From an optimization exercise on the open Yosys and OpenROAD flow, aimed at small area; shortcuts taken in it are not production practice. Function was checked by simulation only, so behaviour that the tests miss may differ from the original. Power and IR drop assume default switching activity. No driver is modelled on the clock port, so clocking that relies on it looks cheaper here than on a real chip.

== TR ==
==> flow/design.v <==
package peak_result_streamer_pkg;
  localparam int          NOF_RANGE_BINS = 16;
  localparam logic [15:0] HEADER_TAG     = 16'hA55A;
  localparam int BIN_W   = 4;
  localparam int VALUE_W = 32;
  localparam int ADDR_W  = 10;
  localparam int ENTRY_W = VALUE_W + ADDR_W;
  localparam int NOF_SLOTS = NOF_RANGE_BINS + 1;
  localparam int BEAT_COUNT = NOF_RANGE_BINS + 2;
  localparam logic [1:0] ST_IDLE    = 2'd0;
  localparam logic [1:0] ST_HEADER  = 2'd1;
  localparam logic [1:0] ST_RECORD  = 2'd2;
  localparam logic [1:0] ST_TRAILER = 2'd3;
  typedef struct packed {
    logic [VALUE_W-1:0] value;
    logic [ADDR_W-1:0]  addr;
  } peak_entry_t;
endpackage
import peak_result_streamer_pkg::*;
module peak_result_bank
#(
  parameter int Slots = NOF_SLOTS
) (
  input  logic               clk_i,
  input  logic               rst_i,
  input  logic               clr_w_i,
  input  logic               wr_en_i,
  input  logic [BIN_W-1:0]   wr_bin_i,
  input  logic [ENTRY_W-1:0] wr_entry_i,
  input  logic               swap_i,
  input  logic               rd_en_i,
  input  logic [BIN_W-1:0]   rd_bin_i,
  output logic [ENTRY_W-1:0] rd_entry_o,
  output logic               rd_hit_o
);
  logic [ENTRY_W-1:0] entries [Slots];
  logic [BIN_W-1:0]   tags    [Slots];
  logic [Slots-1:0]   live_w;
  logic [Slots-1:0]   live_r;
  logic [Slots-1:0]   w_hit;
  logic [Slots-1:0]   r_hit;
  logic [Slots-1:0]   free;
  logic [Slots-1:0]   first_free;
  logic [Slots-1:0]   slot_we;
  logic [Slots-1:0]   live_w_nxt;
  logic               any_w_hit;
  always_comb begin
    for (int s = 0; s < Slots; s++) begin
      w_hit[s] = live_w[s] & (tags[s] == wr_bin_i);
      r_hit[s] = rd_en_i & live_r[s] & (tags[s] == rd_bin_i);
      free[s]  = ~live_w[s] & (~live_r[s] | r_hit[s]);
    end
  end
  assign any_w_hit = |w_hit;
  assign rd_hit_o  = |r_hit;
  always_comb begin
    logic seen;
    seen = 1'b0;
    for (int s = 0; s < Slots; s++) begin
      first_free[s] = free[s] & ~seen;
      seen          = seen | free[s];
    end
  end
  assign slot_we    = {Slots{wr_en_i}} & (any_w_hit ? w_hit : first_free);
  assign live_w_nxt = (clr_w_i ? '0 : live_w) | slot_we;
  always_ff @(posedge clk_i) begin
    for (int s = 0; s < Slots; s++) begin
      if (slot_we[s]) begin
        entries[s] <= wr_entry_i;
        tags[s]    <= wr_bin_i;
      end
    end
  end
  always_ff @(posedge clk_i or posedge rst_i) begin
    if (rst_i) begin
      live_w <= '0;
      live_r <= '0;
    end else if (swap_i) begin
      live_w <= '0;
      live_r <= live_w_nxt;
    end else begin
      live_w <= live_w_nxt;
      live_r <= live_r & ~r_hit;
    end
  end
  always_comb begin
    rd_entry_o = '0;
    for (int s = 0; s < Slots; s++) begin
      rd_entry_o = rd_entry_o | (r_hit[s] ? entries[s] : '0);
    end
  end
endmodule
import peak_result_streamer_pkg::*;
module peak_result_streamer
#(
  parameter int          NofRangeBins = NOF_RANGE_BINS,
  parameter logic [15:0] HeaderTag    = HEADER_TAG
) (
  input  logic               clk_i,
  input  logic               rst_i,
  input  logic               group_start_i,
  input  logic               pk_valid_i,
  input  logic [BIN_W-1:0]   pk_bin_i,
  input  logic [VALUE_W-1:0] pk_value_i,
  input  logic [ADDR_W-1:0]  pk_addr_i,
  input  logic               group_done_i,
  output logic [15:0]        y0_o,
  output logic [15:0]        y0z_o,
  output logic [15:0]        y1_o,
  output logic [15:0]        y1z_o,
  output logic               data_valid_o,
  output logic               busy_o,
  output logic               overrun_o,
  output logic [15:0]        frame_cnt_o
);
  localparam logic [15:0] Y1zSum = 16'(NofRangeBins + NofRangeBins * (NofRangeBins - 1) / 2);
  logic                    run;
  logic [4:0]              cnt;
  logic                    accept;
  logic                    drop;
  logic                    wr_en;
  logic                    clr_w;
  logic                    hdr_nxt;
  logic                    rec_nxt;
  logic                    trl_nxt;
  logic [ENTRY_W-1:0]      wr_entry;
  logic [NofRangeBins-1:0] mask_w;
  logic [NofRangeBins-1:0] mask_w_nxt;
  logic [NofRangeBins-1:0] mask_r;
  peak_result_streamer_pkg::peak_entry_t rd_entry;
  logic [15:0]             checksum;
  logic [15:0]             chk_nxt;
  logic [15:0]             y0_nxt;
  logic [15:0]             y0z_nxt;
  logic [15:0]             y1_nxt;
  logic [ADDR_W-1:0]       y1_lo;
  logic [4:0]              cnt_inc;
  logic                    hdr_on;
  logic                    rd_hit;
  logic [4:0]              empty_bins;
  assign cnt_inc = cnt + 5'd1;
  assign busy_o  = run;
  assign hdr_nxt = run & (cnt == 5'd30);
  assign rec_nxt = run & ~cnt_inc[4];
  assign trl_nxt = run & (cnt == 5'd15);
  assign accept = group_done_i & ~run;
  assign drop   = group_done_i & run;
  assign wr_en  = pk_valid_i & ~drop;
  assign clr_w  = group_start_i | drop;
  assign wr_entry = {pk_value_i, pk_addr_i};
  always_comb begin
    mask_w_nxt = clr_w ? '0 : mask_w;
    if (wr_en) begin
      mask_w_nxt[pk_bin_i] = 1'b1;
    end
  end
  always_ff @(posedge clk_i or posedge rst_i) begin
    if (rst_i) begin
      mask_w <= '0;
    end else begin
      mask_w <= accept ? '0 : mask_w_nxt;
    end
  end
  always_ff @(posedge clk_i) begin
    if (accept) begin
      mask_r <= mask_w_nxt;
    end
  end
  peak_result_bank #(.Slots(NOF_SLOTS)) u_pool (
    .clk_i      (clk_i),
    .rst_i      (rst_i),
    .clr_w_i    (clr_w),
    .wr_en_i    (wr_en),
    .wr_bin_i   (pk_bin_i),
    .wr_entry_i (wr_entry),
    .swap_i     (accept),
    .rd_en_i    (rec_nxt),
    .rd_bin_i   (cnt_inc[3:0]),
    .rd_entry_o (rd_entry),
    .rd_hit_o   (rd_hit)
  );
  assign y0_nxt  = rd_entry.value[15:0]
                 | (hdr_nxt ? HeaderTag : '0)
                 | (trl_nxt ? checksum : '0);
  assign y0z_nxt = rd_entry.value[31:16]
                 | (hdr_nxt ? frame_cnt_o : '0)
                 | (trl_nxt ? ~HeaderTag : '0);
  assign y1_nxt  = 16'(rd_entry.addr)
                 | (hdr_nxt ? 16'(mask_r) : '0)
                 | (trl_nxt ? 16'(empty_bins) : '0);
  assign chk_nxt = (hdr_nxt ? Y1zSum : checksum) + y0_nxt + y0z_nxt + y1_nxt;
  always_ff @(posedge clk_i) begin
    checksum <= chk_nxt;
    empty_bins <= hdr_nxt ? 5'd0 : empty_bins + 5'(rec_nxt & ~rd_hit);
    cnt      <= accept ? 5'd30 : cnt_inc;
  end
  always_ff @(posedge clk_i or posedge rst_i) begin
    if (rst_i) begin
      run          <= 1'b0;
      y0_o         <= '0;
      y0z_o        <= '0;
      y1_lo        <= '0;
      overrun_o    <= 1'b0;
      frame_cnt_o  <= '0;
    end else begin
      if (accept) begin
        run <= 1'b1;
      end else if (cnt == 5'd16) begin
        run <= 1'b0;
      end
      if (drop) begin
        overrun_o <= 1'b1;
      end
      if (trl_nxt) begin
        frame_cnt_o <= frame_cnt_o + 16'd1;
      end
      y0_o  <= y0_nxt;
      y0z_o <= y0z_nxt;
      y1_lo <= y1_nxt[ADDR_W-1:0];
    end
  end
  assign hdr_on       = run & (cnt == 5'd31);
  assign data_valid_o = run & (cnt != 5'd30);
  assign y1_o         = {(hdr_on ? mask_r[NofRangeBins-1:ADDR_W] : '0), y1_lo};
  assign y1z_o        = {11'd0, hdr_on, (run & ~cnt[4]) ? cnt[3:0] : 4'd0};
endmodule
==> flow/config.mk <==
export PLATFORM = sky130hd
export DESIGN_NAME = peak_result_streamer
export DESIGN_NICKNAME = peak_result_streamer
export VERILOG_FILES = /design/flow/design.v
export SDC_FILE = /design/flow/constraint.sdc
export NUM_CORES = 4
export LEC_CHECK = 0
export CAP_MARGIN = 0
export CORE_MARGIN = 2
export CORE_UTILIZATION = 40
export PLACE_DENSITY = 0.75
export SLEW_MARGIN = 0
==> flow/constraint.sdc <==
create_clock -name core_clock -period 12.0 [get_ports {clk_i}]
set_input_delay 2.4000 -clock core_clock [delete_from_list [all_inputs] [get_ports {clk_i}]]
set_output_delay 2.4000 -clock core_clock [all_outputs]
set_load 0.01 [all_outputs]
standard.sh (not shown) runs the stock make flow with config.mk's settings and CLKGATE_MAP_FILE= SYNTH_SCRIPT=/design/flow/synth_recipe.tcl, a recipe that flattens the netlist after the stock synthesis.
==> flow/flow/run.sh <==
#!/bin/bash
# Own layout flow: the standard flow (standard.sh, standard synthesis
# unchanged) with two changes to how the layout is made:
#  - every port still gets a buffer, but of the smallest buffer cell (buf_1)
#  - the clock tree is built without dummy loads, from clkbuf_16 with
#    larger sink clusters
# The make output goes to flow.log here; ORFS's own per-step logs stay
# under orfs/logs/.
set -euo pipefail
CTS_SIZE=32
CTS_DIA=80
export BUFFER_PORTS_ARGS="-buffer_cell sky130_fd_sc_hd__buf_1"
export CTS_ARGS="-sink_clustering_enable -repair_clock_nets -dont_use_dummy_load -buf_list sky130_fd_sc_hd__clkbuf_16 -sink_clustering_size ${CTS_SIZE} -sink_clustering_max_diameter ${CTS_DIA}"
bash standard.sh > flow.log 2>&1
[inputs] JK vs TR
--- a/flow/design.v
+++ b/flow/design.v
@@ -3,11 +3,11 @@
   localparam logic [15:0] HEADER_TAG     = 16'hA55A;
   localparam int BIN_W   = 4;
   localparam int VALUE_W = 32;
   localparam int ADDR_W  = 10;
   localparam int ENTRY_W = VALUE_W + ADDR_W;
-  localparam int NOF_SLOTS = NOF_RANGE_BINS + 1;
+  localparam int NOF_SLOTS = NOF_RANGE_BINS;
   localparam int BEAT_COUNT = NOF_RANGE_BINS + 2;
   localparam logic [1:0] ST_IDLE    = 2'd0;
   localparam logic [1:0] ST_HEADER  = 2'd1;
   localparam logic [1:0] ST_RECORD  = 2'd2;
   localparam logic [1:0] ST_TRAILER = 2'd3;
@@ -126,25 +126,27 @@
   logic [ENTRY_W-1:0]      wr_entry;
   logic [NofRangeBins-1:0] mask_w;
   logic [NofRangeBins-1:0] mask_w_nxt;
   logic [NofRangeBins-1:0] mask_r;
   peak_result_streamer_pkg::peak_entry_t rd_entry;
+  peak_result_streamer_pkg::peak_entry_t rd_q;
+  logic                    rd_en;
+  logic [3:0]              rec_bin;
   logic [15:0]             checksum;
   logic [15:0]             chk_nxt;
   logic [15:0]             y0_nxt;
   logic [15:0]             y0z_nxt;
   logic [15:0]             y1_nxt;
   logic [ADDR_W-1:0]       y1_lo;
-  logic [4:0]              cnt_inc;
   logic                    hdr_on;
   logic                    rd_hit;
   logic [4:0]              empty_bins;
-  assign cnt_inc = cnt + 5'd1;
   assign busy_o  = run;
-  assign hdr_nxt = run & (cnt == 5'd30);
-  assign rec_nxt = run & ~cnt_inc[4];
-  assign trl_nxt = run & (cnt == 5'd15);
+  assign rd_en   = run & ~cnt[4];
+  assign hdr_nxt = run & (cnt == 5'd0);
+  assign rec_nxt = run & (cnt != 5'd0) & (cnt <= 5'd16);
+  assign trl_nxt = run & (cnt == 5'd17);
   assign accept = group_done_i & ~run;
   assign drop   = group_done_i & run;
   assign wr_en  = pk_valid_i & ~drop;
   assign clr_w  = group_start_i | drop;
   assign wr_entry = {pk_value_i, pk_addr_i};
@@ -172,55 +174,58 @@
     .clr_w_i    (clr_w),
     .wr_en_i    (wr_en),
     .wr_bin_i   (pk_bin_i),
     .wr_entry_i (wr_entry),
     .swap_i     (accept),
-    .rd_en_i    (rec_nxt),
-    .rd_bin_i   (cnt_inc[3:0]),
+    .rd_en_i    (rd_en),
+    .rd_bin_i   (cnt[3:0]),
     .rd_entry_o (rd_entry),
     .rd_hit_o   (rd_hit)
   );
-  assign y0_nxt  = rd_entry.value[15:0]
+  assign y0_nxt  = rd_q.value[15:0]
                  | (hdr_nxt ? HeaderTag : '0)
                  | (trl_nxt ? checksum : '0);
-  assign y0z_nxt = rd_entry.value[31:16]
+  assign y0z_nxt = rd_q.value[31:16]
                  | (hdr_nxt ? frame_cnt_o : '0)
                  | (trl_nxt ? ~HeaderTag : '0);
-  assign y1_nxt  = 16'(rd_entry.addr)
+  assign y1_nxt  = 16'(rd_q.addr)
                  | (hdr_nxt ? 16'(mask_r) : '0)
                  | (trl_nxt ? 16'(empty_bins) : '0);
   assign chk_nxt = (hdr_nxt ? Y1zSum : checksum) + y0_nxt + y0z_nxt + y1_nxt;
   always_ff @(posedge clk_i) begin
     checksum <= chk_nxt;
-    empty_bins <= hdr_nxt ? 5'd0 : empty_bins + 5'(rec_nxt & ~rd_hit);
-    cnt      <= accept ? 5'd30 : cnt_inc;
+    cnt      <= accept ? 5'd0 : cnt + 5'd1;
+    empty_bins <= hdr_nxt ? 5'(rd_en & ~rd_hit) : empty_bins + 5'(rd_en & ~rd_hit);
   end
   always_ff @(posedge clk_i or posedge rst_i) begin
     if (rst_i) begin
       run          <= 1'b0;
+      rd_q         <= '0;
       y0_o         <= '0;
       y0z_o        <= '0;
       y1_lo        <= '0;
       overrun_o    <= 1'b0;
       frame_cnt_o  <= '0;
     end else begin
       if (accept) begin
         run <= 1'b1;
-      end else if (cnt == 5'd16) begin
+      end else if (cnt == 5'd18) begin
         run <= 1'b0;
       end
       if (drop) begin
         overrun_o <= 1'b1;
       end
       if (trl_nxt) begin
         frame_cnt_o <= frame_cnt_o + 16'd1;
       end
+      rd_q  <= rd_entry;
       y0_o  <= y0_nxt;
       y0z_o <= y0z_nxt;
       y1_lo <= y1_nxt[ADDR_W-1:0];
     end
   end
-  assign hdr_on       = run & (cnt == 5'd31);
-  assign data_valid_o = run & (cnt != 5'd30);
+  assign hdr_on       = run & (cnt == 5'd1);
+  assign rec_bin      = cnt[3:0] - 4'd2;
+  assign data_valid_o = run & (cnt != 5'd0);
   assign y1_o         = {(hdr_on ? mask_r[NofRangeBins-1:ADDR_W] : '0), y1_lo};
-  assign y1z_o        = {11'd0, hdr_on, (run & ~cnt[4]) ? cnt[3:0] : 4'd0};
+  assign y1z_o        = {11'd0, hdr_on, (run & (cnt >= 5'd2) & (cnt <= 5'd17)) ? rec_bin : 4'd0};
 endmodule
Results
- Going from TR to JK, the overall die area was found to have gone down by 1.9%.
- On synthesized area per cell: between TR and JK, it ends up lower for TR.
- The number of DRC markers in iteration 0 in JK sits 633 below the value recorded for TR.
- Compare TR and JK | synthesized cell count lower: JK
- Delta (JK minus TR): number of detailed-routing iterations run before antenna repair decreased 3, final period demand of the worst path down 1.26 ns, non-clock buffering overhead in the final layout shows no meaningful change, sequential share of layout area shows an increase of 0.50 points.
- JK vs TR — flip-flop and latch count dropped 6.
- Maximum operating frequency, TR and JK: higher on JK
- JK: power about 5.3% below TR
- Of JK and TR, it is JK that has the lower global-route usage.
- Measured against each other, TR and JK differ in chip height, the lower figure coming from JK.

-- re-timing with driven ports --
How much do the figures lean on ideal ports? The routed layouts below were timed once more, with nothing changed but the port constraints. Step 1 sets driving cells, clkbuf_16 on the clock port and buf_2 on the other inputs (assumed; they add their load-dependent delay and slew). Step 2 moves the port delays by t, midway between the first and last clock arrival at a register: inputs arrive t later, outputs are due t later. That takes back most of the time a late clock gives input paths. a / b / c = ideal / step 1 / step 2; a / b = the first two.
run | t (ns) | setup WS [ns] | clock arrival spread, ns
TR | 0.651 | 4.353 / 4.353 / 4.353 | 0.075 / 0.075
JK | 0.633 | 5.616 / 5.652 / 5.019 | 0.101 / 0.100
After both steps setup and hold are still met in every run listed. The setup slack of JK, which loses most, moves by +0.036 ns with the drivers and by -0.597 ns with both steps.
